Source: an optimization exercise on an open RTL-to-GDS flow (aim: small area, a short achievable clock period and few clock cycles per item). Production flows keep margins and buffers that such runs may drop. In this exercise RTL edits were held to simulation tests only and were not proved equivalent to the original. No activity file was given, so power comes from the tool's default toggle rates.

## flow/flow/run.sh

```bash
#!/bin/bash
# The standard layout (standard.sh: ORFS from synthesis to finish with the
# unchanged scripts, config.mk and SDC), with a larger setup slack margin for
# ORFS's timing repair so that it also works on paths that already meet 11 ns.
set -euo pipefail
bash standard.sh SETUP_SLACK_MARGIN=7.6 finish > flow_make.log 2>&1
```

## flow/standard.sh

```bash
#!/bin/bash
# synth_recipe.tcl (not shown) runs the flow's synth.tcl, then flattens the netlist and writes it again
# the make line also repeats each setting of config.mk as NAME=value (left out here)
make -C /OpenROAD-flow-scripts/flow DESIGN_CONFIG=/design/flow/config.mk WORK_HOME=/design/flow/orfs CLKGATE_MAP_FILE= SYNTH_SCRIPT=/design/flow/synth_recipe.tcl "${@:-finish}"
```

## flow/config.mk

```make
export PLATFORM = sky130hd
export DESIGN_NAME = row_mean_std_dev
export DESIGN_NICKNAME = row_mean_std_dev
export VERILOG_FILES = /design/flow/design.v
export SDC_FILE = /design/flow/constraint.sdc
export NUM_CORES = 4
export LEC_CHECK = 0
export CAP_MARGIN = 20
export CORE_MARGIN = 2
export CORE_UTILIZATION = 40
export CTS_CLUSTER_DIAMETER = 100
export CTS_CLUSTER_SIZE = 24
export PLACE_DENSITY = 0.6
export SLEW_MARGIN = 20
```

## flow/constraint.sdc

```tcl
create_clock -name core_clock -period 11.0 [get_ports {clk}]
set_input_delay 2.2000 -clock core_clock [delete_from_list [all_inputs] [get_ports {clk}]]
set_output_delay 2.2000 -clock core_clock [all_outputs]
set_load 0.01 [all_outputs]
```

## flow/design.v

```verilog
`default_nettype none
module rmsd_sqacc (
  input  wire logic [15:0] x,
  input  wire logic [43:0] qs,
  input  wire logic [43:0] qc,
  output logic [43:0] ns,
  output logic [43:0] nc
);
  logic hs1, hc2, hs3, hc4, fs5, fc6, hs7, hc8, fs9, fc10, fs11, fc12;
  logic hs13, hc14, hs15, hc16, fs17, fc18, hs19, hc20, fs21, fc22, hs23, hc24;
  logic fs25, fc26, fs27, fc28, hs29, hc30, fs31, fc32, fs33, fc34, hs35, hc36;
  logic fs37, fc38, fs39, fc40, fs41, fc42, fs43, fc44, fs45, fc46, fs47, fc48;
  logic fs49, fc50, fs51, fc52, fs53, fc54, fs55, fc56, fs57, fc58, fs59, fc60;
  logic fs61, fc62, fs63, fc64, fs65, fc66, fs67, fc68, fs69, fc70, fs71, fc72;
  logic fs73, fc74, fs75, fc76, fs77, fc78, fs79, fc80, fs81, fc82, fs83, fc84;
  logic fs85, fc86, fs87, fc88, fs89, fc90, hs91, hc92, hs93, hc94, fs95, fc96;
  logic hs97, hc98, fs99, fc100, hs101, hc102, fs103, fc104, fs105, fc106, fs107, fc108;
  logic fs109, fc110, fs111, fc112, fs113, fc114, fs115, fc116, fs117, fc118, fs119, fc120;
  logic fs121, fc122, fs123, fc124, fs125, fc126, fs127, fc128, fs129, fc130, fs131, fc132;
  logic fs133, fc134, fs135, fc136, fs137, fc138, fs139, fc140, fs141, fc142, fs143, fc144;
  logic fs145, fc146, fs147, fc148, fs149, fc150, fs151, fc152, fs153, fc154, fs155, fc156;
  logic fs157, fc158, fs159, fc160, fs161, fc162, fs163, fc164, fs165, fc166, fs167, fc168;
  logic fs169, fc170, fs171, fc172, fs173, fc174, fs175, fc176, fs177, fc178, fs179, fc180;
  logic fs181, fc182, hs183, hc184, hs185, hc186, fs187, fc188, fs189, fc190, fs191, fc192;
  logic fs193, fc194, fs195, fc196, fs197, fc198, fs199, fc200, fs201, fc202, fs203, fc204;
  logic fs205, fc206, fs207, fc208, fs209, fc210, fs211, fc212, fs213, fc214, fs215, fc216;
  logic fs217, fc218, fs219, fc220, fs221, fc222, fs223, fc224, fs225, fc226, fs227, fc228;
  logic fs229, fc230, fs231, fc232, fs233, fc234, fs235, fc236, fs237, fc238, fs239, fc240;
  logic hs241, hc242, hs243, hc244, fs245, fc246, fs247, fc248, fs249, fc250, fs251, fc252;
  logic fs253, fc254, fs255, fc256, fs257, fc258, fs259, fc260, fs261, fc262, fs263, fc264;
  logic fs265, fc266, fs267, fc268, fs269, fc270, fs271, fc272, fs273, fc274, fs275, fc276;
  logic fs277, fc278, fs279, fc280, fs281, fc282, fs283, fc284, fs285, fc286, fs287, fc288;
  logic fs289, fc290, fs291, fc292, fs293, fc294, fs295, fc296, fs297, fc298, fs299, fc300;
  logic fs301, fc302, fs303, fc304, hs305, hc306, hs307, hc308, hs309, hc310, hs311, hc312;
  logic hs313, hc314, hs315, hc316, hs317, hc318, hs319, hc320, hs321, hc322, hs323, hc324;
  logic hs325, hc326, hs327, hc328;
  assign hs1 = (x[0] & x[13]) ^ (x[1] & x[12]);
  assign hc2 = (x[0] & x[13]) & (x[1] & x[12]);
  assign hs3 = (x[0] & x[14]) ^ (x[1] & x[13]);
  assign hc4 = (x[0] & x[14]) & (x[1] & x[13]);
  assign fs5 = (x[0] & x[15]) ^ (x[1] & x[14]) ^ (x[2] & x[13]);
  assign fc6 = ((x[0] & x[15]) & (x[1] & x[14])) | ((x[0] & x[15]) & (x[2] & x[13])) | ((x[1] & x[14]) & (x[2] & x[13]));
  assign hs7 = (x[3] & x[12]) ^ (x[4] & x[11]);
  assign hc8 = (x[3] & x[12]) & (x[4] & x[11]);
  assign fs9 = (x[1] & x[15]) ^ (x[2] & x[14]) ^ (x[3] & x[13]);
  assign fc10 = ((x[1] & x[15]) & (x[2] & x[14])) | ((x[1] & x[15]) & (x[3] & x[13])) | ((x[2] & x[14]) & (x[3] & x[13]));
  assign fs11 = (x[2] & x[15]) ^ (x[3] & x[14]) ^ (x[4] & x[13]);
  assign fc12 = ((x[2] & x[15]) & (x[3] & x[14])) | ((x[2] & x[15]) & (x[4] & x[13])) | ((x[3] & x[14]) & (x[4] & x[13]));
  assign hs13 = (x[0] & x[7]) ^ (x[1] & x[6]);
  assign hc14 = (x[0] & x[7]) & (x[1] & x[6]);
  assign hs15 = (x[0] & x[8]) ^ (x[1] & x[7]);
  assign hc16 = (x[0] & x[8]) & (x[1] & x[7]);
  assign fs17 = (x[0] & x[9]) ^ (x[1] & x[8]) ^ (x[2] & x[7]);
  assign fc18 = ((x[0] & x[9]) & (x[1] & x[8])) | ((x[0] & x[9]) & (x[2] & x[7])) | ((x[1] & x[8]) & (x[2] & x[7]));
  assign hs19 = (x[3] & x[6]) ^ (x[4] & x[5]);
  assign hc20 = (x[3] & x[6]) & (x[4] & x[5]);
  assign fs21 = (x[0] & x[10]) ^ (x[1] & x[9]) ^ (x[2] & x[8]);
  assign fc22 = ((x[0] & x[10]) & (x[1] & x[9])) | ((x[0] & x[10]) & (x[2] & x[8])) | ((x[1] & x[9]) & (x[2] & x[8]));
  assign hs23 = (x[3] & x[7]) ^ (x[4] & x[6]);
  assign hc24 = (x[3] & x[7]) & (x[4] & x[6]);
  assign fs25 = (x[0] & x[11]) ^ (x[1] & x[10]) ^ (x[2] & x[9]);
  assign fc26 = ((x[0] & x[11]) & (x[1] & x[10])) | ((x[0] & x[11]) & (x[2] & x[9])) | ((x[1] & x[10]) & (x[2] & x[9]));
  assign fs27 = (x[3] & x[8]) ^ (x[4] & x[7]) ^ (x[5] & x[6]);
  assign fc28 = ((x[3] & x[8]) & (x[4] & x[7])) | ((x[3] & x[8]) & (x[5] & x[6])) | ((x[4] & x[7]) & (x[5] & x[6]));
  assign hs29 = x[6] ^ qs[12];
  assign hc30 = x[6] & qs[12];
  assign fs31 = (x[0] & x[12]) ^ (x[1] & x[11]) ^ (x[2] & x[10]);
  assign fc32 = ((x[0] & x[12]) & (x[1] & x[11])) | ((x[0] & x[12]) & (x[2] & x[10])) | ((x[1] & x[11]) & (x[2] & x[10]));
  assign fs33 = (x[3] & x[9]) ^ (x[4] & x[8]) ^ (x[5] & x[7]);
  assign fc34 = ((x[3] & x[9]) & (x[4] & x[8])) | ((x[3] & x[9]) & (x[5] & x[7])) | ((x[4] & x[8]) & (x[5] & x[7]));
  assign hs35 = qs[13] ^ qc[13];
  assign hc36 = qs[13] & qc[13];
  assign fs37 = hs1 ^ (x[2] & x[11]) ^ (x[3] & x[10]);
  assign fc38 = (hs1 & (x[2] & x[11])) | (hs1 & (x[3] & x[10])) | ((x[2] & x[11]) & (x[3] & x[10]));
  assign fs39 = (x[4] & x[9]) ^ (x[5] & x[8]) ^ (x[6] & x[7]);
  assign fc40 = ((x[4] & x[9]) & (x[5] & x[8])) | ((x[4] & x[9]) & (x[6] & x[7])) | ((x[5] & x[8]) & (x[6] & x[7]));
  assign fs41 = x[7] ^ qs[14] ^ qc[14];
  assign fc42 = (x[7] & qs[14]) | (x[7] & qc[14]) | (qs[14] & qc[14]);
  assign fs43 = hc2 ^ hs3 ^ (x[2] & x[12]);
  assign fc44 = (hc2 & hs3) | (hc2 & (x[2] & x[12])) | (hs3 & (x[2] & x[12]));
  assign fs45 = (x[3] & x[11]) ^ (x[4] & x[10]) ^ (x[5] & x[9]);
  assign fc46 = ((x[3] & x[11]) & (x[4] & x[10])) | ((x[3] & x[11]) & (x[5] & x[9])) | ((x[4] & x[10]) & (x[5] & x[9]));
  assign fs47 = (x[6] & x[8]) ^ qs[15] ^ qc[15];
  assign fc48 = ((x[6] & x[8]) & qs[15]) | ((x[6] & x[8]) & qc[15]) | (qs[15] & qc[15]);
  assign fs49 = hc4 ^ fs5 ^ hs7;
  assign fc50 = (hc4 & fs5) | (hc4 & hs7) | (fs5 & hs7);
  assign fs51 = (x[5] & x[10]) ^ (x[6] & x[9]) ^ (x[7] & x[8]);
  assign fc52 = ((x[5] & x[10]) & (x[6] & x[9])) | ((x[5] & x[10]) & (x[7] & x[8])) | ((x[6] & x[9]) & (x[7] & x[8]));
  assign fs53 = x[8] ^ qs[16] ^ qc[16];
  assign fc54 = (x[8] & qs[16]) | (x[8] & qc[16]) | (qs[16] & qc[16]);
  assign fs55 = fc6 ^ hc8 ^ fs9;
  assign fc56 = (fc6 & hc8) | (fc6 & fs9) | (hc8 & fs9);
  assign fs57 = (x[4] & x[12]) ^ (x[5] & x[11]) ^ (x[6] & x[10]);
  assign fc58 = ((x[4] & x[12]) & (x[5] & x[11])) | ((x[4] & x[12]) & (x[6] & x[10])) | ((x[5] & x[11]) & (x[6] & x[10]));
  assign fs59 = (x[7] & x[9]) ^ qs[17] ^ qc[17];
  assign fc60 = ((x[7] & x[9]) & qs[17]) | ((x[7] & x[9]) & qc[17]) | (qs[17] & qc[17]);
  assign fs61 = fc10 ^ fs11 ^ (x[5] & x[12]);
  assign fc62 = (fc10 & fs11) | (fc10 & (x[5] & x[12])) | (fs11 & (x[5] & x[12]));
  assign fs63 = (x[6] & x[11]) ^ (x[7] & x[10]) ^ (x[8] & x[9]);
  assign fc64 = ((x[6] & x[11]) & (x[7] & x[10])) | ((x[6] & x[11]) & (x[8] & x[9])) | ((x[7] & x[10]) & (x[8] & x[9]));
  assign fs65 = x[9] ^ qs[18] ^ qc[18];
  assign fc66 = (x[9] & qs[18]) | (x[9] & qc[18]) | (qs[18] & qc[18]);
  assign fs67 = fc12 ^ (x[3] & x[15]) ^ (x[4] & x[14]);
  assign fc68 = (fc12 & (x[3] & x[15])) | (fc12 & (x[4] & x[14])) | ((x[3] & x[15]) & (x[4] & x[14]));
  assign fs69 = (x[5] & x[13]) ^ (x[6] & x[12]) ^ (x[7] & x[11]);
  assign fc70 = ((x[5] & x[13]) & (x[6] & x[12])) | ((x[5] & x[13]) & (x[7] & x[11])) | ((x[6] & x[12]) & (x[7] & x[11]));
  assign fs71 = (x[8] & x[10]) ^ qs[19] ^ qc[19];
  assign fc72 = ((x[8] & x[10]) & qs[19]) | ((x[8] & x[10]) & qc[19]) | (qs[19] & qc[19]);
  assign fs73 = (x[4] & x[15]) ^ (x[5] & x[14]) ^ (x[6] & x[13]);
  assign fc74 = ((x[4] & x[15]) & (x[5] & x[14])) | ((x[4] & x[15]) & (x[6] & x[13])) | ((x[5] & x[14]) & (x[6] & x[13]));
  assign fs75 = (x[7] & x[12]) ^ (x[8] & x[11]) ^ (x[9] & x[10]);
  assign fc76 = ((x[7] & x[12]) & (x[8] & x[11])) | ((x[7] & x[12]) & (x[9] & x[10])) | ((x[8] & x[11]) & (x[9] & x[10]));
  assign fs77 = x[10] ^ qs[20] ^ qc[20];
  assign fc78 = (x[10] & qs[20]) | (x[10] & qc[20]) | (qs[20] & qc[20]);
  assign fs79 = (x[5] & x[15]) ^ (x[6] & x[14]) ^ (x[7] & x[13]);
  assign fc80 = ((x[5] & x[15]) & (x[6] & x[14])) | ((x[5] & x[15]) & (x[7] & x[13])) | ((x[6] & x[14]) & (x[7] & x[13]));
  assign fs81 = (x[8] & x[12]) ^ (x[9] & x[11]) ^ qs[21];
  assign fc82 = ((x[8] & x[12]) & (x[9] & x[11])) | ((x[8] & x[12]) & qs[21]) | ((x[9] & x[11]) & qs[21]);
  assign fs83 = (x[6] & x[15]) ^ (x[7] & x[14]) ^ (x[8] & x[13]);
  assign fc84 = ((x[6] & x[15]) & (x[7] & x[14])) | ((x[6] & x[15]) & (x[8] & x[13])) | ((x[7] & x[14]) & (x[8] & x[13]));
  assign fs85 = (x[9] & x[12]) ^ (x[10] & x[11]) ^ x[11];
  assign fc86 = ((x[9] & x[12]) & (x[10] & x[11])) | ((x[9] & x[12]) & x[11]) | ((x[10] & x[11]) & x[11]);
  assign fs87 = (x[7] & x[15]) ^ (x[8] & x[14]) ^ (x[9] & x[13]);
  assign fc88 = ((x[7] & x[15]) & (x[8] & x[14])) | ((x[7] & x[15]) & (x[9] & x[13])) | ((x[8] & x[14]) & (x[9] & x[13]));
  assign fs89 = (x[8] & x[15]) ^ (x[9] & x[14]) ^ (x[10] & x[13]);
  assign fc90 = ((x[8] & x[15]) & (x[9] & x[14])) | ((x[8] & x[15]) & (x[10] & x[13])) | ((x[9] & x[14]) & (x[10] & x[13]));
  assign hs91 = (x[0] & x[3]) ^ (x[1] & x[2]);
  assign hc92 = (x[0] & x[3]) & (x[1] & x[2]);
  assign hs93 = (x[0] & x[4]) ^ (x[1] & x[3]);
  assign hc94 = (x[0] & x[4]) & (x[1] & x[3]);
  assign fs95 = (x[0] & x[5]) ^ (x[1] & x[4]) ^ (x[2] & x[3]);
  assign fc96 = ((x[0] & x[5]) & (x[1] & x[4])) | ((x[0] & x[5]) & (x[2] & x[3])) | ((x[1] & x[4]) & (x[2] & x[3]));
  assign hs97 = x[3] ^ qs[6];
  assign hc98 = x[3] & qs[6];
  assign fs99 = (x[0] & x[6]) ^ (x[1] & x[5]) ^ (x[2] & x[4]);
  assign fc100 = ((x[0] & x[6]) & (x[1] & x[5])) | ((x[0] & x[6]) & (x[2] & x[4])) | ((x[1] & x[5]) & (x[2] & x[4]));
  assign hs101 = qs[7] ^ qc[7];
  assign hc102 = qs[7] & qc[7];
  assign fs103 = hs13 ^ (x[2] & x[5]) ^ (x[3] & x[4]);
  assign fc104 = (hs13 & (x[2] & x[5])) | (hs13 & (x[3] & x[4])) | ((x[2] & x[5]) & (x[3] & x[4]));
  assign fs105 = x[4] ^ qs[8] ^ qc[8];
  assign fc106 = (x[4] & qs[8]) | (x[4] & qc[8]) | (qs[8] & qc[8]);
  assign fs107 = hc14 ^ hs15 ^ (x[2] & x[6]);
  assign fc108 = (hc14 & hs15) | (hc14 & (x[2] & x[6])) | (hs15 & (x[2] & x[6]));
  assign fs109 = (x[3] & x[5]) ^ qs[9] ^ qc[9];
  assign fc110 = ((x[3] & x[5]) & qs[9]) | ((x[3] & x[5]) & qc[9]) | (qs[9] & qc[9]);
  assign fs111 = hc16 ^ fs17 ^ hs19;
  assign fc112 = (hc16 & fs17) | (hc16 & hs19) | (fs17 & hs19);
  assign fs113 = x[5] ^ qs[10] ^ qc[10];
  assign fc114 = (x[5] & qs[10]) | (x[5] & qc[10]) | (qs[10] & qc[10]);
  assign fs115 = fc18 ^ hc20 ^ fs21;
  assign fc116 = (fc18 & hc20) | (fc18 & fs21) | (hc20 & fs21);
  assign fs117 = hs23 ^ qs[11] ^ qc[11];
  assign fc118 = (hs23 & qs[11]) | (hs23 & qc[11]) | (qs[11] & qc[11]);
  assign fs119 = fc22 ^ hc24 ^ fs25;
  assign fc120 = (fc22 & hc24) | (fc22 & fs25) | (hc24 & fs25);
  assign fs121 = fs27 ^ hs29 ^ qc[12];
  assign fc122 = (fs27 & hs29) | (fs27 & qc[12]) | (hs29 & qc[12]);
  assign fs123 = fc26 ^ fc28 ^ hc30;
  assign fc124 = (fc26 & fc28) | (fc26 & hc30) | (fc28 & hc30);
  assign fs125 = fs31 ^ fs33 ^ hs35;
  assign fc126 = (fs31 & fs33) | (fs31 & hs35) | (fs33 & hs35);
  assign fs127 = fc32 ^ fc34 ^ hc36;
  assign fc128 = (fc32 & fc34) | (fc32 & hc36) | (fc34 & hc36);
  assign fs129 = fs37 ^ fs39 ^ fs41;
  assign fc130 = (fs37 & fs39) | (fs37 & fs41) | (fs39 & fs41);
  assign fs131 = fc38 ^ fc40 ^ fc42;
  assign fc132 = (fc38 & fc40) | (fc38 & fc42) | (fc40 & fc42);
  assign fs133 = fs43 ^ fs45 ^ fs47;
  assign fc134 = (fs43 & fs45) | (fs43 & fs47) | (fs45 & fs47);
  assign fs135 = fc44 ^ fc46 ^ fc48;
  assign fc136 = (fc44 & fc46) | (fc44 & fc48) | (fc46 & fc48);
  assign fs137 = fs49 ^ fs51 ^ fs53;
  assign fc138 = (fs49 & fs51) | (fs49 & fs53) | (fs51 & fs53);
  assign fs139 = fc50 ^ fc52 ^ fc54;
  assign fc140 = (fc50 & fc52) | (fc50 & fc54) | (fc52 & fc54);
  assign fs141 = fs55 ^ fs57 ^ fs59;
  assign fc142 = (fs55 & fs57) | (fs55 & fs59) | (fs57 & fs59);
  assign fs143 = fc56 ^ fc58 ^ fc60;
  assign fc144 = (fc56 & fc58) | (fc56 & fc60) | (fc58 & fc60);
  assign fs145 = fs61 ^ fs63 ^ fs65;
  assign fc146 = (fs61 & fs63) | (fs61 & fs65) | (fs63 & fs65);
  assign fs147 = fc62 ^ fc64 ^ fc66;
  assign fc148 = (fc62 & fc64) | (fc62 & fc66) | (fc64 & fc66);
  assign fs149 = fs67 ^ fs69 ^ fs71;
  assign fc150 = (fs67 & fs69) | (fs67 & fs71) | (fs69 & fs71);
  assign fs151 = fc68 ^ fc70 ^ fc72;
  assign fc152 = (fc68 & fc70) | (fc68 & fc72) | (fc70 & fc72);
  assign fs153 = fs73 ^ fs75 ^ fs77;
  assign fc154 = (fs73 & fs75) | (fs73 & fs77) | (fs75 & fs77);
  assign fs155 = fc74 ^ fc76 ^ fc78;
  assign fc156 = (fc74 & fc76) | (fc74 & fc78) | (fc76 & fc78);
  assign fs157 = fs79 ^ fs81 ^ qc[21];
  assign fc158 = (fs79 & fs81) | (fs79 & qc[21]) | (fs81 & qc[21]);
  assign fs159 = fc80 ^ fc82 ^ fs83;
  assign fc160 = (fc80 & fc82) | (fc80 & fs83) | (fc82 & fs83);
  assign fs161 = fs85 ^ qs[22] ^ qc[22];
  assign fc162 = (fs85 & qs[22]) | (fs85 & qc[22]) | (qs[22] & qc[22]);
  assign fs163 = fc84 ^ fc86 ^ fs87;
  assign fc164 = (fc84 & fc86) | (fc84 & fs87) | (fc86 & fs87);
  assign fs165 = (x[10] & x[12]) ^ qs[23] ^ qc[23];
  assign fc166 = ((x[10] & x[12]) & qs[23]) | ((x[10] & x[12]) & qc[23]) | (qs[23] & qc[23]);
  assign fs167 = fc88 ^ fs89 ^ (x[11] & x[12]);
  assign fc168 = (fc88 & fs89) | (fc88 & (x[11] & x[12])) | (fs89 & (x[11] & x[12]));
  assign fs169 = x[12] ^ qs[24] ^ qc[24];
  assign fc170 = (x[12] & qs[24]) | (x[12] & qc[24]) | (qs[24] & qc[24]);
  assign fs171 = fc90 ^ (x[9] & x[15]) ^ (x[10] & x[14]);
  assign fc172 = (fc90 & (x[9] & x[15])) | (fc90 & (x[10] & x[14])) | ((x[9] & x[15]) & (x[10] & x[14]));
  assign fs173 = (x[11] & x[13]) ^ qs[25] ^ qc[25];
  assign fc174 = ((x[11] & x[13]) & qs[25]) | ((x[11] & x[13]) & qc[25]) | (qs[25] & qc[25]);
  assign fs175 = (x[10] & x[15]) ^ (x[11] & x[14]) ^ (x[12] & x[13]);
  assign fc176 = ((x[10] & x[15]) & (x[11] & x[14])) | ((x[10] & x[15]) & (x[12] & x[13])) | ((x[11] & x[14]) & (x[12] & x[13]));
  assign fs177 = x[13] ^ qs[26] ^ qc[26];
  assign fc178 = (x[13] & qs[26]) | (x[13] & qc[26]) | (qs[26] & qc[26]);
  assign fs179 = (x[11] & x[15]) ^ (x[12] & x[14]) ^ qs[27];
  assign fc180 = ((x[11] & x[15]) & (x[12] & x[14])) | ((x[11] & x[15]) & qs[27]) | ((x[12] & x[14]) & qs[27]);
  assign fs181 = (x[12] & x[15]) ^ (x[13] & x[14]) ^ x[14];
  assign fc182 = ((x[12] & x[15]) & (x[13] & x[14])) | ((x[12] & x[15]) & x[14]) | ((x[13] & x[14]) & x[14]);
  assign hs183 = (x[0] & x[1]) ^ x[1];
  assign hc184 = (x[0] & x[1]) & x[1];
  assign hs185 = (x[0] & x[2]) ^ qs[3];
  assign hc186 = (x[0] & x[2]) & qs[3];
  assign fs187 = hs91 ^ x[2] ^ qs[4];
  assign fc188 = (hs91 & x[2]) | (hs91 & qs[4]) | (x[2] & qs[4]);
  assign fs189 = hc92 ^ hs93 ^ qs[5];
  assign fc190 = (hc92 & hs93) | (hc92 & qs[5]) | (hs93 & qs[5]);
  assign fs191 = hc94 ^ fs95 ^ hs97;
  assign fc192 = (hc94 & fs95) | (hc94 & hs97) | (fs95 & hs97);
  assign fs193 = fc96 ^ hc98 ^ fs99;
  assign fc194 = (fc96 & hc98) | (fc96 & fs99) | (hc98 & fs99);
  assign fs195 = fc100 ^ hc102 ^ fs103;
  assign fc196 = (fc100 & hc102) | (fc100 & fs103) | (hc102 & fs103);
  assign fs197 = fc104 ^ fc106 ^ fs107;
  assign fc198 = (fc104 & fc106) | (fc104 & fs107) | (fc106 & fs107);
  assign fs199 = fc108 ^ fc110 ^ fs111;
  assign fc200 = (fc108 & fc110) | (fc108 & fs111) | (fc110 & fs111);
  assign fs201 = fc112 ^ fc114 ^ fs115;
  assign fc202 = (fc112 & fc114) | (fc112 & fs115) | (fc114 & fs115);
  assign fs203 = fc116 ^ fc118 ^ fs119;
  assign fc204 = (fc116 & fc118) | (fc116 & fs119) | (fc118 & fs119);
  assign fs205 = fc120 ^ fc122 ^ fs123;
  assign fc206 = (fc120 & fc122) | (fc120 & fs123) | (fc122 & fs123);
  assign fs207 = fc124 ^ fc126 ^ fs127;
  assign fc208 = (fc124 & fc126) | (fc124 & fs127) | (fc126 & fs127);
  assign fs209 = fc128 ^ fc130 ^ fs131;
  assign fc210 = (fc128 & fc130) | (fc128 & fs131) | (fc130 & fs131);
  assign fs211 = fc132 ^ fc134 ^ fs135;
  assign fc212 = (fc132 & fc134) | (fc132 & fs135) | (fc134 & fs135);
  assign fs213 = fc136 ^ fc138 ^ fs139;
  assign fc214 = (fc136 & fc138) | (fc136 & fs139) | (fc138 & fs139);
  assign fs215 = fc140 ^ fc142 ^ fs143;
  assign fc216 = (fc140 & fc142) | (fc140 & fs143) | (fc142 & fs143);
  assign fs217 = fc144 ^ fc146 ^ fs147;
  assign fc218 = (fc144 & fc146) | (fc144 & fs147) | (fc146 & fs147);
  assign fs219 = fc148 ^ fc150 ^ fs151;
  assign fc220 = (fc148 & fc150) | (fc148 & fs151) | (fc150 & fs151);
  assign fs221 = fc152 ^ fc154 ^ fs155;
  assign fc222 = (fc152 & fc154) | (fc152 & fs155) | (fc154 & fs155);
  assign fs223 = fc156 ^ fc158 ^ fs159;
  assign fc224 = (fc156 & fc158) | (fc156 & fs159) | (fc158 & fs159);
  assign fs225 = fc160 ^ fc162 ^ fs163;
  assign fc226 = (fc160 & fc162) | (fc160 & fs163) | (fc162 & fs163);
  assign fs227 = fc164 ^ fc166 ^ fs167;
  assign fc228 = (fc164 & fc166) | (fc164 & fs167) | (fc166 & fs167);
  assign fs229 = fc168 ^ fc170 ^ fs171;
  assign fc230 = (fc168 & fc170) | (fc168 & fs171) | (fc170 & fs171);
  assign fs231 = fc172 ^ fc174 ^ fs175;
  assign fc232 = (fc172 & fc174) | (fc172 & fs175) | (fc174 & fs175);
  assign fs233 = fc176 ^ fc178 ^ fs179;
  assign fc234 = (fc176 & fc178) | (fc176 & fs179) | (fc178 & fs179);
  assign fs235 = fc180 ^ fs181 ^ qs[28];
  assign fc236 = (fc180 & fs181) | (fc180 & qs[28]) | (fs181 & qs[28]);
  assign fs237 = fc182 ^ (x[13] & x[15]) ^ qs[29];
  assign fc238 = (fc182 & (x[13] & x[15])) | (fc182 & qs[29]) | ((x[13] & x[15]) & qs[29]);
  assign fs239 = (x[14] & x[15]) ^ x[15] ^ qs[30];
  assign fc240 = ((x[14] & x[15]) & x[15]) | ((x[14] & x[15]) & qs[30]) | (x[15] & qs[30]);
  assign hs241 = x[0] ^ qs[0];
  assign hc242 = x[0] & qs[0];
  assign hs243 = qs[1] ^ qc[1];
  assign hc244 = qs[1] & qc[1];
  assign fs245 = hs183 ^ qs[2] ^ qc[2];
  assign fc246 = (hs183 & qs[2]) | (hs183 & qc[2]) | (qs[2] & qc[2]);
  assign fs247 = hc184 ^ hs185 ^ qc[3];
  assign fc248 = (hc184 & hs185) | (hc184 & qc[3]) | (hs185 & qc[3]);
  assign fs249 = hc186 ^ fs187 ^ qc[4];
  assign fc250 = (hc186 & fs187) | (hc186 & qc[4]) | (fs187 & qc[4]);
  assign fs251 = fc188 ^ fs189 ^ qc[5];
  assign fc252 = (fc188 & fs189) | (fc188 & qc[5]) | (fs189 & qc[5]);
  assign fs253 = fc190 ^ fs191 ^ qc[6];
  assign fc254 = (fc190 & fs191) | (fc190 & qc[6]) | (fs191 & qc[6]);
  assign fs255 = fc192 ^ fs193 ^ hs101;
  assign fc256 = (fc192 & fs193) | (fc192 & hs101) | (fs193 & hs101);
  assign fs257 = fc194 ^ fs195 ^ fs105;
  assign fc258 = (fc194 & fs195) | (fc194 & fs105) | (fs195 & fs105);
  assign fs259 = fc196 ^ fs197 ^ fs109;
  assign fc260 = (fc196 & fs197) | (fc196 & fs109) | (fs197 & fs109);
  assign fs261 = fc198 ^ fs199 ^ fs113;
  assign fc262 = (fc198 & fs199) | (fc198 & fs113) | (fs199 & fs113);
  assign fs263 = fc200 ^ fs201 ^ fs117;
  assign fc264 = (fc200 & fs201) | (fc200 & fs117) | (fs201 & fs117);
  assign fs265 = fc202 ^ fs203 ^ fs121;
  assign fc266 = (fc202 & fs203) | (fc202 & fs121) | (fs203 & fs121);
  assign fs267 = fc204 ^ fs205 ^ fs125;
  assign fc268 = (fc204 & fs205) | (fc204 & fs125) | (fs205 & fs125);
  assign fs269 = fc206 ^ fs207 ^ fs129;
  assign fc270 = (fc206 & fs207) | (fc206 & fs129) | (fs207 & fs129);
  assign fs271 = fc208 ^ fs209 ^ fs133;
  assign fc272 = (fc208 & fs209) | (fc208 & fs133) | (fs209 & fs133);
  assign fs273 = fc210 ^ fs211 ^ fs137;
  assign fc274 = (fc210 & fs211) | (fc210 & fs137) | (fs211 & fs137);
  assign fs275 = fc212 ^ fs213 ^ fs141;
  assign fc276 = (fc212 & fs213) | (fc212 & fs141) | (fs213 & fs141);
  assign fs277 = fc214 ^ fs215 ^ fs145;
  assign fc278 = (fc214 & fs215) | (fc214 & fs145) | (fs215 & fs145);
  assign fs279 = fc216 ^ fs217 ^ fs149;
  assign fc280 = (fc216 & fs217) | (fc216 & fs149) | (fs217 & fs149);
  assign fs281 = fc218 ^ fs219 ^ fs153;
  assign fc282 = (fc218 & fs219) | (fc218 & fs153) | (fs219 & fs153);
  assign fs283 = fc220 ^ fs221 ^ fs157;
  assign fc284 = (fc220 & fs221) | (fc220 & fs157) | (fs221 & fs157);
  assign fs285 = fc222 ^ fs223 ^ fs161;
  assign fc286 = (fc222 & fs223) | (fc222 & fs161) | (fs223 & fs161);
  assign fs287 = fc224 ^ fs225 ^ fs165;
  assign fc288 = (fc224 & fs225) | (fc224 & fs165) | (fs225 & fs165);
  assign fs289 = fc226 ^ fs227 ^ fs169;
  assign fc290 = (fc226 & fs227) | (fc226 & fs169) | (fs227 & fs169);
  assign fs291 = fc228 ^ fs229 ^ fs173;
  assign fc292 = (fc228 & fs229) | (fc228 & fs173) | (fs229 & fs173);
  assign fs293 = fc230 ^ fs231 ^ fs177;
  assign fc294 = (fc230 & fs231) | (fc230 & fs177) | (fs231 & fs177);
  assign fs295 = fc232 ^ fs233 ^ qc[27];
  assign fc296 = (fc232 & fs233) | (fc232 & qc[27]) | (fs233 & qc[27]);
  assign fs297 = fc234 ^ fs235 ^ qc[28];
  assign fc298 = (fc234 & fs235) | (fc234 & qc[28]) | (fs235 & qc[28]);
  assign fs299 = fc236 ^ fs237 ^ qc[29];
  assign fc300 = (fc236 & fs237) | (fc236 & qc[29]) | (fs237 & qc[29]);
  assign fs301 = fc238 ^ fs239 ^ qc[30];
  assign fc302 = (fc238 & fs239) | (fc238 & qc[30]) | (fs239 & qc[30]);
  assign fs303 = fc240 ^ qs[31] ^ qc[31];
  assign fc304 = (fc240 & qs[31]) | (fc240 & qc[31]) | (qs[31] & qc[31]);
  assign hs305 = qs[32] ^ qc[32];
  assign hc306 = qs[32] & qc[32];
  assign hs307 = qs[33] ^ qc[33];
  assign hc308 = qs[33] & qc[33];
  assign hs309 = qs[34] ^ qc[34];
  assign hc310 = qs[34] & qc[34];
  assign hs311 = qs[35] ^ qc[35];
  assign hc312 = qs[35] & qc[35];
  assign hs313 = qs[36] ^ qc[36];
  assign hc314 = qs[36] & qc[36];
  assign hs315 = qs[37] ^ qc[37];
  assign hc316 = qs[37] & qc[37];
  assign hs317 = qs[38] ^ qc[38];
  assign hc318 = qs[38] & qc[38];
  assign hs319 = qs[39] ^ qc[39];
  assign hc320 = qs[39] & qc[39];
  assign hs321 = qs[40] ^ qc[40];
  assign hc322 = qs[40] & qc[40];
  assign hs323 = qs[41] ^ qc[41];
  assign hc324 = qs[41] & qc[41];
  assign hs325 = qs[42] ^ qc[42];
  assign hc326 = qs[42] & qc[42];
  assign hs327 = qs[43] ^ qc[43];
  assign hc328 = qs[43] & qc[43];
  assign ns = {hc326, hc324, hc322, hc320, hc318, hc316, hc314, hc312, hc310, hc308, hc306, fc304, fc302, fc300, fc298, fc296, fc294, fc292, fc290, fc288, fc286, fc284, fc282, fc280, fc278, fc276, fc274, fc272, fc270, fc268, fc266, fc264, fc262, fc260, fc258, fc256, fc254, fc252, fc250, fc248, fc246, hc244, hc242, hs241};
  assign nc = {hs327, hs325, hs323, hs321, hs319, hs317, hs315, hs313, hs311, hs309, hs307, hs305, fs303, fs301, fs299, fs297, fs295, fs293, fs291, fs289, fs287, fs285, fs283, fs281, fs279, fs277, fs275, fs273, fs271, fs269, fs267, fs265, fs263, fs261, fs259, fs257, fs255, fs253, fs251, fs249, fs247, fs245, hs243, qc[0]};
endmodule
`default_nettype wire
`default_nettype none
module row_mean_std_dev (
  input  wire logic        clk,
  input  wire logic        rst_n,
  input  wire logic        cfg_valid,
  output logic             cfg_ready,
  input  wire logic [12:0] cfg_row_length,
  input  wire logic        in_valid,
  output logic             in_stall,
  input  wire logic [15:0] in_sample,
  output logic             out_valid,
  input  wire logic        out_stall,
  output logic [31:0]      out_row_mean,
  output logic [30:0]      out_row_std_dev
);
  localparam logic [1:0] A_IDLE = 2'd0, A_WAIT = 2'd1, A_RUN = 2'd2, A_DONE = 2'd3;
  localparam logic [1:0] B_IDLE = 2'd0, B_RUN = 2'd1, B_OUT = 2'd2;
  logic rst;
  logic rst_q;
  assign rst = !rst_n;
  assign cfg_ready = 1'b1;
  logic [12:0] len_r, len_nxt;    
  logic [12:0] np_r, np_nxt;      
  logic        ends_r, ends_nxt;  
  logic        stall_r, stall_nxt;
  logic [1:0]  a_st_r, a_st_nxt;
  logic [1:0]  b_st_r, b_st_nxt;
  logic [4:0]  a_k_r;
  logic [5:0]  b_k_r;
  logic        accept;
  logic        row_end;
  logic        b_take;
  logic        cs_r;              
  logic        e1_r;              
  assign in_stall = stall_r;
  assign accept   = in_valid && !stall_r;
  assign row_end  = accept && ends_r;
  assign b_take   = (a_st_r == A_DONE) &&
                    ((b_st_r == B_IDLE) || (b_st_r == B_OUT && !out_stall));
  logic [12:0] np_inc;
  logic        e_keep_r, e_inc_r, e_one_r;
  logic        e_keep_c, e_inc_c, e_one_c;
  logic        e_keep, e_inc, e_one;
  logic        a_free_nxt;
  assign np_inc   = np_r + 13'd1;
  assign e_keep_r = (np_r >= len_r) || (len_r[12] && np_r[12]);
  assign e_inc_r  = (np_inc >= len_r) || (len_r[12] && np_inc[12]);
  assign e_one_r  = (len_r <= 13'd1);
  assign e_keep_c = (np_r >= cfg_row_length) || (cfg_row_length[12] && np_r[12]);
  assign e_inc_c  = (np_inc >= cfg_row_length) || (cfg_row_length[12] && np_inc[12]);
  assign e_one_c  = (cfg_row_length <= 13'd1);
  assign e_keep   = cfg_valid ? e_keep_c : e_keep_r;
  assign e_inc    = cfg_valid ? e_inc_c : e_inc_r;
  assign e_one    = cfg_valid ? e_one_c : (e_one_r && !rst_q);
  always_comb begin
    len_nxt  = cfg_valid ? cfg_row_length : len_r;
    np_nxt   = accept ? (ends_r ? 13'd1 : np_inc) : np_r;
    ends_nxt = (accept && ends_r) ? e_one : (accept ? e_inc : e_keep);
    if (rst_q) begin
      len_nxt  = cfg_valid ? cfg_row_length : 13'd1024;
      np_nxt   = 13'd1;
      ends_nxt = e_one;
    end
    a_st_nxt = a_st_r;
    case (a_st_r)
      A_IDLE: if (row_end) a_st_nxt = A_WAIT;
      A_WAIT: if (cs_r) a_st_nxt = A_RUN;
      A_RUN:  if (a_k_r == 5'd28) a_st_nxt = A_DONE;
      default: if (b_take) a_st_nxt = row_end ? A_WAIT : A_IDLE;
    endcase
    b_st_nxt = b_st_r;
    case (b_st_r)
      B_IDLE: if (b_take) b_st_nxt = B_RUN;
      B_RUN:  if (b_k_r == 6'd43) b_st_nxt = B_OUT;
      B_OUT:  if (!out_stall) b_st_nxt = b_take ? B_RUN : B_IDLE;
      default: b_st_nxt = B_IDLE;
    endcase
    a_free_nxt = (a_st_nxt == A_IDLE) || (a_st_nxt == A_DONE && b_st_nxt == B_IDLE);
    stall_nxt = ends_nxt && !a_free_nxt;
    if (rst) begin
      stall_nxt = 1'b1;
      a_st_nxt  = A_IDLE;
      b_st_nxt  = B_IDLE;
    end
  end
  always_ff @(posedge clk) begin
    len_r   <= len_nxt;
    np_r    <= np_nxt;
    ends_r  <= ends_nxt;
    stall_r <= stall_nxt;
    rst_q   <= rst;
    a_st_r  <= a_st_nxt;
    b_st_r  <= b_st_nxt;
  end
  logic [15:0] x_r;       
  logic [27:0] s_acc_r;
  logic [43:0] qs_r, qc_r;   
  logic [43:0] ns, nc;
  rmsd_sqacc u_sq (
    .x  (x_r),
    .qs (cs_r ? 44'd0 : qs_r),
    .qc (cs_r ? 44'd0 : qc_r),
    .ns (ns),
    .nc (nc)
  );
  always_ff @(posedge clk) begin
    x_r     <= accept ? in_sample : 16'd0;
    s_acc_r <= (cs_r ? 28'd0 : s_acc_r) + {12'd0, x_r};
    qs_r    <= ns;
    qc_r    <= nc;
    e1_r    <= row_end;
    cs_r    <= rst_q || e1_r;
  end
  logic [12:0] a_n_r;
  logic [27:0] a_s_r;
  logic [43:0] a_q_r;
  logic [53:0] a_v_r;
  logic [1:0]  a_p_r [1:8];
  logic        a_bs_r;    
  logic        a_bn_r;    
  logic [53:0] a_y, a_z, a_x;
  logic [53:0] a_v2;      
  logic [1:0]  a_p2 [1:9];
  logic [53:0] a_pv;      
  logic [53:0] a_fin;
  logic [53:0] numer;
  assign a_y = a_bn_r ? {10'd0, a_q_r} : 54'd0;
  assign a_z = a_bs_r ? ~{26'd0, a_s_r} : 54'd0;
  assign a_x = {a_v_r[52:0], a_bs_r};
  for (genvar j = 0; j < 9; j++) begin : g_blk
    logic [5:0] bx, by, bz, bw, s1, c1, c1s, s2, c2;
    logic [7:0] t;
    assign bx  = a_x[6*j +: 6];
    assign by  = a_y[6*j +: 6];
    assign bz  = a_z[6*j +: 6];
    if (j == 0) begin : g_w0
      assign bw = 6'd0;
    end else begin : g_w
      assign bw = {3'd0, a_p_r[j], 1'b0};
    end
    assign s1  = bx ^ by ^ bz;
    assign c1  = (bx & by) | (bx & bz) | (by & bz);
    assign c1s = {c1[4:0], 1'b0};
    assign s2  = s1 ^ c1s ^ bw;
    assign c2  = (s1 & c1s) | (s1 & bw) | (c1s & bw);
    assign t   = {2'b00, s2} + {1'b0, c2, 1'b0} + {1'b0, c1[5], 6'd0};
    assign a_v2[6*j +: 6] = t[5:0];
    assign a_p2[j+1]      = t[7:6];
  end
  always_comb begin
    a_pv = 54'd0;
    for (int j = 1; j < 9; j++) a_pv[6*j +: 2] = a_p_r[j];
  end
  assign a_fin = a_v_r + a_pv;
  assign numer = a_v_r;
  logic        f_sk;
  logic [53:0] f_nm;
  logic        f_ge;
  assign f_sk = (numer[53:38] == 16'd0);
  assign f_nm = f_sk ? {numer[37:0], 16'd0} : numer;
  assign f_ge = (f_nm[53:52] != 2'd0);
  always_ff @(posedge clk) begin
    if (a_st_r == A_IDLE || b_take) a_n_r <= np_r;
    if (a_st_r == A_WAIT) begin
      a_s_r   <= s_acc_r;
      a_q_r   <= qs_r + qc_r;
      a_v_r   <= 54'd0;
      for (int j = 1; j < 9; j++) a_p_r[j] <= 2'd0;
      a_k_r   <= 5'd0;
      a_bs_r  <= s_acc_r[27];
      a_bn_r  <= 1'b0;
    end else if (a_st_r == A_RUN) begin
      if (a_k_r == 5'd28) begin
        a_v_r <= a_fin;
        for (int j = 1; j < 9; j++) a_p_r[j] <= 2'd0;
      end else begin
        a_v_r <= a_v2;
        for (int j = 1; j < 9; j++) a_p_r[j] <= a_p2[j];
      end
      a_k_r   <= a_k_r + 5'd1;
      a_bs_r  <= (a_k_r < 5'd27) && a_s_r[5'd26 - a_k_r];
      a_bn_r  <= (a_k_r >= 5'd14) && (a_k_r < 5'd27) && a_n_r[4'(5'd26 - a_k_r)];
    end
  end
  logic [12:0] b_n_r;
  logic [11:0] b_rm_r;    
  logic [31:0] b_mq_r;    
  logic [53:0] b_rad_r;   
  logic [43:0] b_rem_r;   
  logic [42:0] b_root_r;
  logic [11:0] b_rs_r;    
  logic [30:0] b_sq_r;    
  logic        b_sk_r;    
  logic [45:0] r_sh;
  logic [45:0] r_diff;
  logic        r_ge;
  logic [12:0] m_sh;
  logic [13:0] m_diff;
  logic        m_ge;
  logic [12:0] d_sh;
  logic [13:0] d_diff;
  logic        d_ge;
  assign r_sh    = {b_rem_r, b_rad_r[53:52]};
  assign r_diff  = r_sh - {1'b0, b_root_r, 2'b01};
  assign r_ge    = !r_diff[45];
  assign m_sh    = {b_rm_r, b_mq_r[31]};
  assign m_diff  = {1'b0, m_sh} - {1'b0, b_n_r};
  assign m_ge    = !m_diff[13];
  assign d_sh    = {b_rs_r, b_root_r[0]};
  assign d_diff  = {1'b0, d_sh} - {1'b0, b_n_r};
  assign d_ge    = !d_diff[13];
  always_ff @(posedge clk) begin
    if (b_take) begin
      b_k_r    <= f_sk ? 6'd9 : 6'd1;
      b_sk_r   <= f_sk;
      b_n_r    <= a_n_r;
      b_rm_r   <= a_s_r[27:16];
      b_mq_r   <= {a_s_r[15:0], 16'd0};
      b_rad_r  <= {f_nm[51:0], 2'b00};
      b_rem_r  <= {42'd0, f_nm[53:52] - {1'b0, f_ge}};
      b_root_r <= {42'd0, f_ge};
      b_rs_r   <= 12'd0;
    end else begin
      b_k_r    <= b_k_r + 6'd1;
      b_rad_r  <= {b_rad_r[51:0], 2'b00};
      b_rem_r  <= r_ge ? r_diff[43:0] : r_sh[43:0];
      b_root_r <= {b_root_r[41:0], r_ge};
      b_rs_r   <= d_ge ? d_diff[11:0] : d_sh[11:0];
      if (b_st_r == B_RUN) begin
        b_sq_r <= {b_sq_r[29:0], d_ge};
        if (b_k_r < (b_sk_r ? 6'd41 : 6'd33)) begin
          b_rm_r <= m_ge ? m_diff[11:0] : m_sh[11:0];
          b_mq_r <= {b_mq_r[30:0], m_ge};
        end
      end
    end
  end
  assign out_valid       = b_st_r[1];
  assign out_row_mean    = b_mq_r;
  assign out_row_std_dev = b_sq_r;
endmodule
`default_nettype wire
```

==> run summary, run 1 <==
* Share of the synthesized area in the top cell type at 22.0%
* Crit path launch type: input port
* Launch point of the worst reg-to-reg path: a_bs_r$_DFFE_PP_
* GR Overflow Total at 0
* Worst r2r path cells at 14
* Insertion delay to the later sink of the worst-skew pair at 0.59 ns
* Number of port buffers at 98
* Routed vias/inst at 5.16
* Hold depth at 2
* Synth area leaders: dfxtp_1 22%, edfxtp_1 14%, fa_1 11%
* Inserted Clock Buffers at 34
* P_leak at 0.0186 µW
* WP data required at 11.51 ns
* Post-synth ARST share at 0%
* Layout overhead on the synthesized area at 14.7%
* Global-route wire length before repair at 143,000 µm
* Critical path endpoint category: flip-flop
* RR Endpoint: a_p_r[1][1]$_SDFFE_PP0P_
* Top cells by count, synth: 402 x dfxtp_1, 350 x inv_1, 346 x nor2_1
* Run status: finished clean
* Syn nets at 4,395
* DRT Pass-1 Iters at 5
* Via count at 26.7k
* Pin slew with the least headroom to its limit at 1.04 ns
* GPL Wtd Cong at 0.814
* Final Hold Fails at 0
* Hold crit path type: flip-flop to flip-flop
* Critical path peak fanout at 12
* Pwr Density at 218 mW/mm²
* Max-Cap Viols at 0
* Initial antenna violation count at 0
* Starting Density at 40.5%
* Total track usage at 18.8%
* H-tree levels at 2
* Die width at 306 µm
* Cell with the most instances after synthesis: dfxtp_1
* Hold path start: b_rad_r[12]$_DFF_P_
* Crit path cell chain: clkdlybuf4s50_1 -> nor2b_4 -> buf_12 -> nand2_1 -> inv_1 -> nand2_1 -> a31oi_1 -> a311oi_2 -> nor3_1 -> a21o_1 -> a221oi_2
* Rows at 110
* Max-slew violations at 0
* Final std cells w/o fill at 5,178
* Number of DRC markers in iteration 0 at 1,596
* Most used cell along the critical path: nand2_1
* Syn_area_per_cell at 9.54 µm²
* CTS tree: done
* Die area at 0.0939 mm²
* Yosys warns at 3
* Area leader, netlist: dfxtp_1
* CTS root buffer: clkbuf_16
* Die Ht at 306 µm
* Clock buffer depth at 3
* Relative slew slack at 30.5%
* Hold endpoint: b_rad_r[14]$_DFF_P_
* Detail Route Antenna Nets at 0
* Clock tree sinks at 574
* Min Tclk post-route at 3.62 ns
* CP peak stage delay at 0.42 ns
* Mapped Cells at 3,833
* CP arrival at 4.13 ns
* Worst-path clk slew at 0.11 ns
* DRC viols at 0
* Max Clk Rate at 277 MHz
* Count of cell types in the netlist at 87
* Unrepaired setup endpoints after global routing: true
* Fraction of layout cells with a size suffix above 1 at 13.0%
* Worst clock skew at 0.0413 ns
* Vias in the first global route at 26.2k
* Final setup vio count at 0
* Final nets at 4,540
* Period utilization at 32.9%
* Detailed Route WL at 89,400 µm
* Core box area at 0.0903 mm²
* Io pins at 100
* Worst R2R Setup Slack at 7.59 ns
* Top_reg_cell synth: dfxtp_1
* Dpl cells at 4,976
* Seq/Total Area, Yosys at 36.1%
* Flops & latches, synth at 574
* Final setup TNS at 0 ns
* WS Path Type: input port to flip-flop
* Post-synth EDFFs at 172
* Mapped Area at 0.0366 mm²
* DP HPWL at 61,400 µm
* Worst VDD drop at 0.000221 V
* Hold buffers post-CTS at 0
* Largest net degree at the start of global routing at 93
* Wire per inst at 17.3 µm
* CP max stage cell: clkdlybuf4s50_1
worst max path at each step:
| stage | startpoint | cells past startpoint | slack [ns] | to |
|---|---|---|---|---|
| after floorplan | cfg_row_length[1] | 13 | 7.07 | ends_r$_DFF_P_ |
| after global placement | out_stall | 7 | 5.84 | b_rem_r[36]$_SDFF_PP0_ |
| after detailed placement | out_stall | 7 | 5.78 | b_rem_r[40]$_SDFF_PP0_ |
| after CTS | cfg_row_length[1] | 14 | 7.37 | stall_r$_SDFF_PN1_ |
| after global routing | in_valid | 10 | 7.27 | stall_r$_SDFF_PN1_ |
| final | in_valid | 11 | 7.38 | stall_r$_SDFF_PN1_ |
cell type report:
| cell class | count | area, µm² |
|---|---|---|
| diodes | 1 | 2.50 |
| repair inverters | 3 | 28.8 |
| clock buffers | 42 | 881 |
| clock inverters | 17 | 188 |
| repair buffers | 260 | 2410 |
| flip-flops and latches | 574 | 13300 |
| inverters | 351 | 1340 |
| multi-input cells | 2754 | 22300 |
| well taps | 1176 | 1470 |
| fillers | 8577 | 48300 |
cell usage in the layout, fill, tap and decap left out, drive strengths merged, types with 31 or more instances in the layout:
| master | Yosys | routed |
|---|---|---|
| a211oi | 31 | 31 |
| a21o | 91 | 91 |
| a21oi | 210 | 210 |
| a31oi | 40 | 40 |
| and2 | 162 | 162 |
| buf | 18 | 215 |
| clkbuf | 137 | 45 |
| dfxtp | 402 | 402 |
| edfxtp | 172 | 172 |
| fa | 206 | 206 |
| ha | 322 | 322 |
| inv | 350 | 362 |
| mux2i | 63 | 63 |
| nand2 | 325 | 325 |
| nand2b | 59 | 59 |
| nand3 | 63 | 63 |
| nor2 | 346 | 346 |
| nor2b | 133 | 133 |
| nor3 | 34 | 34 |
| o21ai | 165 | 166 |
| xnor2 | 116 | 116 |
| xor2 | 55 | 55 |
repair_timing:
item	CTS	global route
setup buffers	77	51
endpoints found under the setup margin	396	175
gates resized for setup	406	127
gates cloned	11	3
pin swaps	41	81
cells by family after synthesis:
family	count (synthesis)	synth area share, %
XOR/XNOR	171	4.09
multiplexers	81	2.62
AO/OA/AOI/OAI	744	13.4
AND/OR/NAND/NOR	1228	16.2
buffers and inverters	506	5.25
adder cells (fa/ha/maj)	528	22.3
other	1	0.0103
flip-flops	574	36.1
routing by layer:
| layer | share of wire [%] | track usage [%] |
|---|---|---|
| met5 | 0 | 0 |
| met4 | 2.2 | 4.55 |
| met3 | 3.8 | 2.07 |
| met2 | 46 | 30.7 |
| met1 | 48 | 26.7 |
critical path: cells and delay by family:
family	cells	cell delay (ns)
simple gates	4	0.42
compound gates	4	0.85
buf+inv	3	0.65
sequential cells by signal, summed over array words and instances, names as in the netlist, 12 cells and up:
signal / flops
b_root_r: 43
np_r: 13
b_rad_r: 52
qc_r: 43
x_r: 16
a_n_r: 13
b_n_r: 13
a_s_r: 28
b_rm_r: 12
len_r: 13
b_mq_r: 32
b_sq_r: 31
a_p_r: 16
b_rem_r: 44
a_q_r: 44
qs_r: 44
a_v_r: 54
b_rs_r: 12
s_acc_r: 28
power breakdown:
part           total [µW]  switching [µW]  internal (µW)
Combinational        4570            2420           2150
Clock                1410             801            607
Sequential           3160             454           2710
through the flow:
step	total power, µW	utilization, %	area, µm²	hold slack (ns)	setup WS, ns
floorplan	6370	-	36800	0.388	7.07
global placement	7260	43.0	38800	0.397	5.84
detailed placement	7320	43.0	38800	0.398	5.78
CTS	9080	45.4	41000	0.414	7.37
global route	9910	46.4	41900	0.431	7.27
finish	9140	46.5	41900	0.421	7.38
Testbench counts, summed over its fixed seeds: cycles 72,858, rows 640.
==> run 2, diff against run 1 <==
--- a/flow/design.v
+++ b/flow/design.v
@@ -402,32 +402,27 @@
   logic        e1_r;              
   assign in_stall = stall_r;
   assign accept   = in_valid && !stall_r;
-  assign row_end  = accept && ends_r;
+  assign row_end  = accept && ends_t;
   assign b_take   = (a_st_r == A_DONE) &&
                     ((b_st_r == B_IDLE) || (b_st_r == B_OUT && !out_stall));
   logic [12:0] np_inc;
-  logic        e_keep_r, e_inc_r, e_one_r;
-  logic        e_keep_c, e_inc_c, e_one_c;
+  logic        cfgw_r;
+  logic        ends_t;
   logic        e_keep, e_inc, e_one;
   logic        a_free_nxt;
-  assign np_inc   = np_r + 13'd1;
-  assign e_keep_r = (np_r >= len_r) || (len_r[12] && np_r[12]);
-  assign e_inc_r  = (np_inc >= len_r) || (len_r[12] && np_inc[12]);
-  assign e_one_r  = (len_r <= 13'd1);
-  assign e_keep_c = (np_r >= cfg_row_length) || (cfg_row_length[12] && np_r[12]);
-  assign e_inc_c  = (np_inc >= cfg_row_length) || (cfg_row_length[12] && np_inc[12]);
-  assign e_one_c  = (cfg_row_length <= 13'd1);
-  assign e_keep   = cfg_valid ? e_keep_c : e_keep_r;
-  assign e_inc    = cfg_valid ? e_inc_c : e_inc_r;
-  assign e_one    = cfg_valid ? e_one_c : (e_one_r && !rst_q);
+  assign np_inc = np_r + 13'd1;
+  assign e_keep = (np_r >= len_r) || (len_r[12] && np_r[12]);
+  assign e_inc  = (np_inc >= len_r) || (len_r[12] && np_inc[12]);
+  assign e_one  = (len_r <= 13'd1);
+  assign ends_t = cfgw_r ? e_keep : ends_r;
   always_comb begin
     len_nxt  = cfg_valid ? cfg_row_length : len_r;
-    np_nxt   = accept ? (ends_r ? 13'd1 : np_inc) : np_r;
-    ends_nxt = (accept && ends_r) ? e_one : (accept ? e_inc : e_keep);
+    np_nxt   = accept ? (ends_t ? 13'd1 : np_inc) : np_r;
+    ends_nxt = accept ? (ends_t ? e_one : e_inc) : e_keep;
     if (rst_q) begin
       len_nxt  = cfg_valid ? cfg_row_length : 13'd1024;
       np_nxt   = 13'd1;
-      ends_nxt = e_one;
+      ends_nxt = 1'b0;
     end
     a_st_nxt = a_st_r;
     case (a_st_r)
@@ -444,7 +439,7 @@
       default: b_st_nxt = B_IDLE;
     endcase
     a_free_nxt = (a_st_nxt == A_IDLE) || (a_st_nxt == A_DONE && b_st_nxt == B_IDLE);
-    stall_nxt = ends_nxt && !a_free_nxt;
+    stall_nxt = (ends_nxt || cfg_valid) && !a_free_nxt;
     if (rst) begin
       stall_nxt = 1'b1;
       a_st_nxt  = A_IDLE;
@@ -457,6 +452,7 @@
     ends_r  <= ends_nxt;
     stall_r <= stall_nxt;
     rst_q   <= rst;
+    cfgw_r  <= cfg_valid;
     a_st_r  <= a_st_nxt;
     b_st_r  <= b_st_nxt;
   end
==> run summary, run 2 <==
* Run status: finished clean
* Core box area at 0.0899 mm² (-0.46%)
* Worst-path clk slew at 0.11 ns (about the same)
* Final nets at 4,474 (-1.5%)
* Max Clk Rate at 292 MHz (+5.5%)
* Via count at 26.7k (-0.15%)
* Crit path launch type: flip-flop
* H-tree levels at 1 (-1)
* Pre-CTS setup slack at 6.01 ns (+0.235 ns)
* Worst Slack Setup Final at 7.57 ns (+0.188 ns)
* Hold buffers post-CTS at 0 (unchanged)
* Syn nets at 4,365 (-0.68%)
* Crit path depth at 1 (-10)
* Routed vias/inst at 5.19 (+0.67%)
* # diodes at 0 (-1)
* Share of the synthesized area in the top cell type at 22.3% (+0.26 points)
* Die Ht at 305 µm (-0.47%)
* Total power at 9200 µW (+0.68%)
* RR Endpoint: a_p_r[1][0]$_SDFFE_PP0P_
* Hold endpoint: b_rad_r[13]$_DFF_P_
* Fraction of layout cells with a size suffix above 1 at 10.5% (-2.5 points)
* Period utilization at 31.2% (-1.7 points)
* Hold depth at 2 (unchanged)
* Syn_area_per_cell at 9.46 µm² (-0.92%)
* Critical path endpoint category: primary output
* Unrepaired setup endpoints after global routing: true
* Insertion delay to the later sink of the worst-skew pair at 0.62 ns (+0.03 ns)
* Pin slew with the least headroom to its limit at 0.962 ns (-0.0797 ns)
* Final setup TNS at 0 ns (unchanged)
* Post-synth ARST share at 0% (unchanged)
* Hold crit path type: flip-flop to flip-flop
* Max FFs per register at 54 (unchanged)
* Clock buffer depth at 3 (unchanged)
* Count of cell types in the netlist at 82 (-5.7%)
* Worst r2r path cells at 16 (+2)
* Number of port buffers at 98 (unchanged)
* Top_reg_cell synth: dfxtp_1
* DRC viols at 0 (unchanged)
* Final Hold Fails at 0 (unchanged)
* Largest Register: a_v_r
* Mapped Area at 0.0362 mm² (-0.94%)
* DRT Pass-1 Iters at 6 (+1)
* GPL Wtd Cong at 0.817 (+0.34%)
* Mapped Cells at 3,832 (-0.026%)
* Critical path peak fanout at 2 (-10)
* Commonest cells after routing, fill and taps aside: 366 x dfxtp_1, 358 x nand2_1, 338 x inv_1, 299 x nor2_1, 268 x ha_1
* Starting Density at 40.3% (-0.20 points)
* Relative slew slack at 35.8% (+5.3 points)
* Max-slew violations at 0 (unchanged)
* Wire per inst at 16.9 µm (-2.1%)
* Critical path's top delay family: flip-flops
* Io pins at 100 (unchanged)
* Final design area excluding fillers at 0.0406 mm² (-3.2%)
* Layout overhead on the synthesized area at 12.1%
* DP HPWL at 61,200 µm (-0.34%)
* Commonest non-fill, non-tap cell in the layout: dfxtp_1
* CP peak stage delay at 0.44 ns (+0.02 ns)
* Flops & latches, synth at 575 (+0.17%)
* Launch point of the worst reg-to-reg path: a_bs_r$_DFFE_PP_
* Seq/Total Area, Yosys at 36.5% (+0.40 points)
* Total track usage at 18.3% (-0.56 points)
* Worst clock skew at 0.0270 ns (-0.0143 ns)
* Hold path start: b_rad_r[11]$_DFF_P_
* Yosys warns at 3 (unchanged)
* Bufs and invs on worst path at 1 (-2)
* Die width at 305 µm (-0.47%)
* Vias in the first global route at 25.9k (-1.2%)
* Max-Cap Viols at 0 (unchanged)
* Initial antenna violation count at 1 (+1)
* CP arrival at 1.23 ns (-2.90 ns)
* Number of DRC markers in iteration 0 at 1,642 (+2.9%)
* Min Tclk post-route at 3.43 ns (-0.188 ns)
* Final setup vio count at 0 (unchanged)
* GR Overflow Total at 0 (unchanged)
* WP data required at 8.80 ns (-2.71 ns)
* Largest net degree at the start of global routing at 102 (+9.7%)
* Inserted Clock Buffers at 28 (-18%)
* Clock tree sinks at 575 (+0.17%)
* Cell with the most instances after synthesis: dfxtp_1
* Area after DPL at 0.0384 mm² (-1.1%)
* Global-route wire length before repair at 140,000 µm (-2.5%)
* Synth area leaders: dfxtp_1 22%, edfxtp_1 14%, fa_1 11%
* Area leader, netlist: dfxtp_1
* Rows at 110 (unchanged)
* Worst R2R Setup Slack at 7.70 ns (+0.11 ns)
* Crit path cell chain: buf_2
* Detail Route Antenna Nets at 0 (unchanged)
* CTS tree: done
* P_leak at 0.0178 µW (-4.3%)
* Worst VDD drop at 0.000189 V (-15%)
* Detailed Route WL at 86,800 µm (-2.9%)
* WS Path Type: flip-flop to primary output
* Die area at 0.0930 mm² (-0.93%)
* Post-synth EDFFs at 172 (unchanged)
* CP max stage cell: edfxtp_1
* Top cells by count, synth: 403 x dfxtp_1, 360 x nand2_1, 348 x inv_1
* Pwr Density at 227 mW/mm² (+4.0%)
* Largest registers: a_v_r (54), b_rad_r (52)
* CTS root buffer: clkbuf_16
run 2: cells by family after synthesis:
logic type	Yosys count	share of synthesized area, %
and+or+nand+nor	1223	16.3
AOI/OAI and AO/OA	793	13.9
DFF	575	36.5
buffers and inverters	507	5.36
adders and majority gates	499	21.5
xor gates and xnor gates	167	4.09
muxes	67	2.23
other	1	0.0103
run 2: per-layer routing:
| layer | up-vias | GRT usage [%] | share of wire (%) |
|---|---|---|---|
| li1 | 13300 | - | - |
| met1 | 12800 | 25.7 | 48 |
| met2 | 497 | 30.2 | 46 |
| met3 | 98 | 2.03 | 4.1 |
| met4 | 0 | 4.20 | 2.4 |
| met5 | - | 0 | 0 |
run 2: worst max-delay path by stage:
stage,start,to,slack [ns]
6_report,b_mq_r[22]$_DFFE_PP_,out_row_mean[22],7.57
5_1_grt,b_sq_r[0]$_DFFE_PP_,out_row_std_dev[0],7.53
4_1_cts,b_sq_r[3]$_DFFE_PP_,out_row_std_dev[3],7.53
3_5_place_dp,out_stall,b_n_r[10]$_DFFE_PP_,6.01
3_3_place_gp,out_stall,b_n_r[7]$_DFFE_PP_,6.06
2_1_floorplan,a_bs_r$_DFFE_PP_,a_p_r[4][0]$_SDFFE_PP0P_,7.25
run 2: layout make-up:
cell class	count	area [µm²]
clock buffers	47	795
clock inverters	2	27.5
fillers	8660	49300
inverters	350	1350
multi-input cells	2750	21700
flip-flops and latches	575	13300
well taps	1176	1470
repair buffers	233	1940
repair inverters	3	26.3
run 2: stage by stage:
step | instances | hold WS [ns] | utilization, %
final | 5136 | 0.424 | 45.2
after global routing | 5136 | 0.444 | 45.2
after CTS | 5090 | 0.423 | 44.3
after detailed placement | 4975 | 0.401 | 42.7
after global placement | 4975 | 0.404 | 42.7
after floorplan | 3832 | 0.388 | -
run 2: repair_timing:
| action | in CTS | in global routing |
|---|---|---|
| pin swaps | 5 | 29 |
| buffers inserted | 59 | 44 |
| gates cloned | 7 | 2 |
| setup endpoints to repair | 348 | 222 |
| gates resized for setup | 343 | 102 |
run 2: where the power goes:
| part | internal [µW] | total (µW) | switching [µW] | leakage, µW |
|---|---|---|---|---|
| combinational | 2310 | 4910 | 2600 | 0.0125 |
| sequential | 2620 | 3070 | 456 | 0.00494 |
| clock | 502 | 1210 | 709 | 0.000395 |
Testbench counts of run 2, summed over its fixed seeds: cycles 72,891, rows 640.

separate check: timing with driven ports:
The flow's constraints put no driver on any port. The routed layouts listed below were extracted and timed again, unchanged, in two steps.
Step 1: set_driving_cell puts a clkbuf_16 on clk and a buf_2 on each other input, an assumption about the parent block.
Step 2, shift: input delay + t, output delay - t, t = (earliest + latest rising clock arrival at the registers) / 2. This alone moves slack from input paths to output paths.
Slacks: no drivers / after step 1 / after step 2; pairs: no drivers / after step 1.
run	t, ns	slack for setup (ns)	worst setup path at the end	worst register clock-pin slew, ns	worst data-port slew with drivers (ns)
run 1	0.641	7.385 / 7.409 / 6.769	input to register	0.11 / 0.11	0.05
run 2	0.676	7.573 / 7.509 / 7.070	input to register	0.11 / 0.11	0.07
After both steps setup and hold are still met in every run listed. The setup slack of run 1, which loses most, moves by +0.024 ns with the drivers and by -0.616 ns with both steps.
